This is an optimization exercise on Yosys and OpenROAD, whose aim is small area and a short achievable clock period, not a production implementation. In this exercise RTL edits were held to simulation tests only and were not proved equivalent to the original. Power and IR drop assume default switching activity.

## rx_payload_q
module rx_payload_q (
     input  logic                           clk
    ,input  logic                           reset
    ,input  logic                           enq_req_val
    ,input  logic [rx_q_cfg_pkg::FLOW_ID_W-1:0] enq_req_flowid
    ,input  logic [rx_q_cfg_pkg::ENTRY_W-1:0]   enq_req_data
    ,output logic                           enq_req_rdy
    ,input  logic                           rd_req_val
    ,input  logic [rx_q_cfg_pkg::FLOW_ID_W-1:0] rd_req_flowid
    ,output logic                           rd_req_rdy
    ,output logic                           rd_resp_val
    ,output logic                           rd_resp_is_empty
    ,output logic [rx_q_cfg_pkg::ENTRY_W-1:0]   rd_resp_entry
    ,input  logic                           rd_resp_rdy
);
    localparam int FLOW_CNT   = rx_q_cfg_pkg::FLOW_CNT;
    localparam int ENTRY_W    = rx_q_cfg_pkg::ENTRY_W;
    logic [FLOW_CNT-1:0]            push_vec;
    logic [ENTRY_W-1:0]             push_data;
    logic [FLOW_CNT-1:0]            full_vec;
    logic [FLOW_CNT-1:0]            pop_vec;
    logic [FLOW_CNT-1:0]            empty_vec;
    logic [FLOW_CNT*ENTRY_W-1:0]    head_data_vec;
    enqueue_steer u_enqueue_steer (
         .enq_req_val       (enq_req_val        )
        ,.enq_req_flowid    (enq_req_flowid     )
        ,.enq_req_data      (enq_req_data       )
        ,.enq_req_rdy       (enq_req_rdy        )
        ,.full_vec          (full_vec           )
        ,.push_vec          (push_vec           )
        ,.push_data         (push_data          )
    );
    for (genvar i = 0; i < FLOW_CNT; i++) begin : g_flow
        flow_ring u_flow_ring (
             .clk           (clk                )
  ...
Size in the first run: about 2,200 cells after synthesis, about 77 I/O pins.
Settings: LEC_CHECK=0, CAP_MARGIN=20, CORE_MARGIN=2, CORE_UTILIZATION=60, CTS_BUF_LIST=sky130_fd_sc_hd__clkbuf_16, CTS_CLUSTER_DIAMETER=100, CTS_CLUSTER_SIZE=30, SETUP_SLACK_MARGIN=2.6, SLEW_MARGIN=20; clock period 5.0 ns.
standard.sh (not shown) runs the stock make flow with config.mk's settings and CLKGATE_MAP_FILE= SYNTH_SCRIPT=/design/flow/synth_recipe.tcl, a recipe that flattens the netlist after the stock synthesis.
==> flow/flow/run.sh <==
#!/bin/bash
# The standard layout (standard.sh) with these changes to how it is made:
#  - synthesis maps logic with flow/abc_map.script, an area-recovering ABC
#    script, in place of ORFS's abc_speed.script, and keeps ABC off the cells
#    listed in flow/abc_dont_use.txt (the mux cells, whose select-to-output
#    delay is slow on the port-to-port enq_req_rdy path). Everything else in
#    the synthesis (synth_recipe.tcl, dfflibmap, flatten, renames) is
#    unchanged, so the registers are the standard synthesis's.
#  - port buffers use a plain buffer cell instead of the delay buffer that
#    buffer_ports picks on its own.
# Each make run's full output goes to a log file in the work folder; ORFS's
# per-step logs stay under orfs/logs.
set -euo pipefail
work=$(pwd)
rm -rf "$work/orfs_scripts"
cp -r "$FLOW_HOME/scripts" "$work/orfs_scripts"
cp "$work/flow/abc_map.script" "$work/orfs_scripts/abc_speed.script"
python3 "$work/flow/patch_preamble.py" "$work/orfs_scripts/synth_preamble.tcl"
export ABC_EXTRA_DONT_USE="$(tr '\n' ' ' < "$work/flow/abc_dont_use.txt")"
export BUFFER_PORTS_ARGS="-buffer_cell sky130_fd_sc_hd__buf_2"
bash standard.sh SCRIPTS_DIR="$work/orfs_scripts" synth > flow_synth.log 2>&1
bash standard.sh SCRIPTS_DIR="$work/orfs_scripts" finish > flow_make.log 2>&1
==> flow/flow/abc_dont_use.txt <==
sky130_fd_sc_hd__mux4_1
sky130_fd_sc_hd__mux4_2
sky130_fd_sc_hd__mux4_4
sky130_fd_sc_hd__mux2_1
sky130_fd_sc_hd__mux2_2
sky130_fd_sc_hd__mux2_4
sky130_fd_sc_hd__mux2_8
==> flow/flow/abc_map.script <==
&get -n
&st
&dch
&nf
&st
&syn2
&if -g -K 6
&synch2
&nf
&st
&syn2
&if -g -K 6
&synch2
&nf
&st
&syn2
&if -g -K 6
&synch2
&nf
&st
&syn2
&if -g -K 6
&synch2
&nf
&st
&syn2
&if -g -K 6
&synch2
&nf
&put
buffer -c
topo
stime -c
upsize -c
dnsize -c
==> flow/flow/patch_preamble.py <==
import sys
p = sys.argv[1]
s = open(p).read()
anchor = "# Technology mapping for cells\nset abc_args [list -script $abc_script"
assert anchor in s
s = s.replace(anchor, "# Cells the flow keeps ABC from mapping to (its own flow's choice)\nforeach cell [env_var_or_empty ABC_EXTRA_DONT_USE] {\n  lappend lib_dont_use_args -dont_use $cell\n}\n\n" + anchor)
open(p, 'w').write(s)
Rerun with:
--- a/flow/flow/run.sh
+++ b/flow/flow/run.sh
@@ -20,0 +21,2 @@
+export IO_CONSTRAINTS="$(pwd)/flow/io.tcl"
+export PRE_IO_PLACEMENT_TCL="$(pwd)/flow/io.tcl"
==> flow/flow/abc_map.script (replaced) <==
&get -n
&st
&syn2
&dch
&nf -R 1000 -p
&put
==> flow/flow/io.tcl (new file) <==
# Keep the control ports, whose port-to-port paths (enq_req_flowid to
# enq_req_rdy, rd_resp_rdy to rd_req_rdy) set the clock period, side by side
# on the die's edge instead of wherever the pin placer scatters them.
set_io_pin_constraint -group -order -pin_names {
  enq_req_val enq_req_flowid[1] enq_req_flowid[0] enq_req_rdy
  rd_req_rdy rd_resp_rdy rd_resp_val rd_req_val rd_req_flowid[1] rd_req_flowid[0]
}
- With this change the flow aborted during 3_2_place_iop, error PPL-0104
- synthesized area drops by 3.1%
- synthesized cell count drops by 10%
Rerun with:
--- a/flow/flow/run.sh
+++ b/flow/flow/run.sh
@@ -5,2 +5,3 @@
-#    listed in flow/abc_dont_use.txt (the mux cells, whose select-to-output
-#    delay is slow on the port-to-port enq_req_rdy path). Everything else in
+#    listed in flow/abc_dont_use.txt (the mux cells and the AND-OR/OR-AND
+#    cells with a buffered output, which are slow on the port-to-port
+#    enq_req_rdy path). Everything else in
@@ -10,0 +12,2 @@
+#  - flow/io.tcl (IO_CONSTRAINTS) keeps the control ports side by side, so the
+#    port-to-port paths do not cross the die.
@@ -22 +24,0 @@
-export PRE_IO_PLACEMENT_TCL="$(pwd)/flow/io.tcl"
--- a/flow/flow/abc_dont_use.txt
+++ b/flow/flow/abc_dont_use.txt
@@ -7,0 +8,69 @@
+sky130_fd_sc_hd__mux2i_1
+sky130_fd_sc_hd__mux2i_2
+sky130_fd_sc_hd__mux2i_4
+sky130_fd_sc_hd__a2111o_1
+sky130_fd_sc_hd__a2111o_2
+sky130_fd_sc_hd__a2111o_4
+sky130_fd_sc_hd__a211o_1
+sky130_fd_sc_hd__a211o_2
+sky130_fd_sc_hd__a211o_4
+sky130_fd_sc_hd__a21bo_1
+sky130_fd_sc_hd__a21bo_2
+sky130_fd_sc_hd__a21bo_4
+sky130_fd_sc_hd__a21o_1
+sky130_fd_sc_hd__a21o_2
+sky130_fd_sc_hd__a21o_4
+sky130_fd_sc_hd__a221o_1
+sky130_fd_sc_hd__a221o_2
+sky130_fd_sc_hd__a221o_4
+sky130_fd_sc_hd__a22o_1
+sky130_fd_sc_hd__a22o_2
+sky130_fd_sc_hd__a22o_4
+sky130_fd_sc_hd__a2bb2o_1
+sky130_fd_sc_hd__a2bb2o_2
+sky130_fd_sc_hd__a2bb2o_4
+sky130_fd_sc_hd__a311o_1
+sky130_fd_sc_hd__a311o_2
+sky130_fd_sc_hd__a311o_4
+sky130_fd_sc_hd__a31o_1
+sky130_fd_sc_hd__a31o_2
+sky130_fd_sc_hd__a31o_4
+sky130_fd_sc_hd__a32o_1
+sky130_fd_sc_hd__a32o_2
+sky130_fd_sc_hd__a32o_4
+sky130_fd_sc_hd__a41o_1
+sky130_fd_sc_hd__a41o_2
+sky130_fd_sc_hd__a41o_4
+sky130_fd_sc_hd__o2111a_1
+sky130_fd_sc_hd__o2111a_2
+sky130_fd_sc_hd__o2111a_4
+sky130_fd_sc_hd__o211a_1
+sky130_fd_sc_hd__o211a_2
+sky130_fd_sc_hd__o211a_4
+sky130_fd_sc_hd__o21a_1
+sky130_fd_sc_hd__o21a_2
+sky130_fd_sc_hd__o21a_4
+sky130_fd_sc_hd__o21ba_1
+sky130_fd_sc_hd__o21ba_2
+sky130_fd_sc_hd__o21ba_4
+sky130_fd_sc_hd__o221a_1
+sky130_fd_sc_hd__o221a_2
+sky130_fd_sc_hd__o221a_4
+sky130_fd_sc_hd__o22a_1
+sky130_fd_sc_hd__o22a_2
+sky130_fd_sc_hd__o22a_4
+sky130_fd_sc_hd__o2bb2a_1
+sky130_fd_sc_hd__o2bb2a_2
+sky130_fd_sc_hd__o2bb2a_4
+sky130_fd_sc_hd__o311a_1
+sky130_fd_sc_hd__o311a_2
+sky130_fd_sc_hd__o311a_4
+sky130_fd_sc_hd__o31a_1
+sky130_fd_sc_hd__o31a_2
+sky130_fd_sc_hd__o31a_4
+sky130_fd_sc_hd__o32a_1
+sky130_fd_sc_hd__o32a_2
+sky130_fd_sc_hd__o32a_4
+sky130_fd_sc_hd__o41a_1
+sky130_fd_sc_hd__o41a_2
+sky130_fd_sc_hd__o41a_4
Settings changed: CORE_UTILIZATION 60 to 80, SETUP_SLACK_MARGIN 2.6 to 2.7.
Now the flow went through all stages and came out clean.
Synthesized cell count grows by 0.45%.
Synthesized area stays flat.
Rerun with:
Settings changed: CORE_UTILIZATION 80 to 60, CTS_CLUSTER_SIZE 30 to 34, SETUP_SLACK_MARGIN 2.7 to 2.6.
Effect: The changed run completed without violations; total power falls slightly; sequential share of layout area falls by 0.62 points; setup slack degrades by 38 ps; core utilization falls by 21 points; non-clock buffer count rises by 29; design area rises slightly; area after synthesis stays the same.
Rerun with:
Settings changed: CORE_UTILIZATION 60 to 88, CTS_CLUSTER_SIZE 34 to 30.
=>
- This time the run aborted during 4_1_cts (DPL-0033)
- synthesized cell count does not change
- synthesized area is unchanged
Rerun with:
Settings changed: CORE_UTILIZATION 88 to 84.
With this change the flow did not get past 3_5_place_dp.
Synthesized area stays the same.
Synthesized cell count is unchanged.

## re-timing with driven ports
The flow's constraints put no driver on any port. The routed layouts listed below were extracted and timed again, unchanged, in two steps. Step 1 (the two cells are an assumption about what drives the block):
set clk [get_ports {clk}]
set_driving_cell -lib_cell sky130_fd_sc_hd__clkbuf_16 $clk
set_driving_cell -lib_cell sky130_fd_sc_hd__buf_2 [delete_from_list [all_inputs] $clk]
Step 2 also shifts input and output timing later by t, the mid clock arrival at the registers, as if the neighbouring blocks saw the same clock. Three values: no drivers, after step 1, after step 2; two values: the first two.
run	t (ns)	setup slack, ns	hold slack, ns	worst slew at a driven data input, ns
the first run	0.690	2.375 / 2.163 / 1.872	0.523 / 0.523 / 0.523	0.32
the third run	0.676	2.496 / 2.437 / 2.138	0.568 / 0.568 / 0.568	0.12
the fourth run	0.674	2.458 / 2.396 / 1.984	0.570 / 0.570 / 0.570	0.16
After both steps setup and hold are still met in every run listed. For the first run, which loses most, drivers alone change the setup slack by -0.212 ns; drivers and shift together by -0.503 ns.
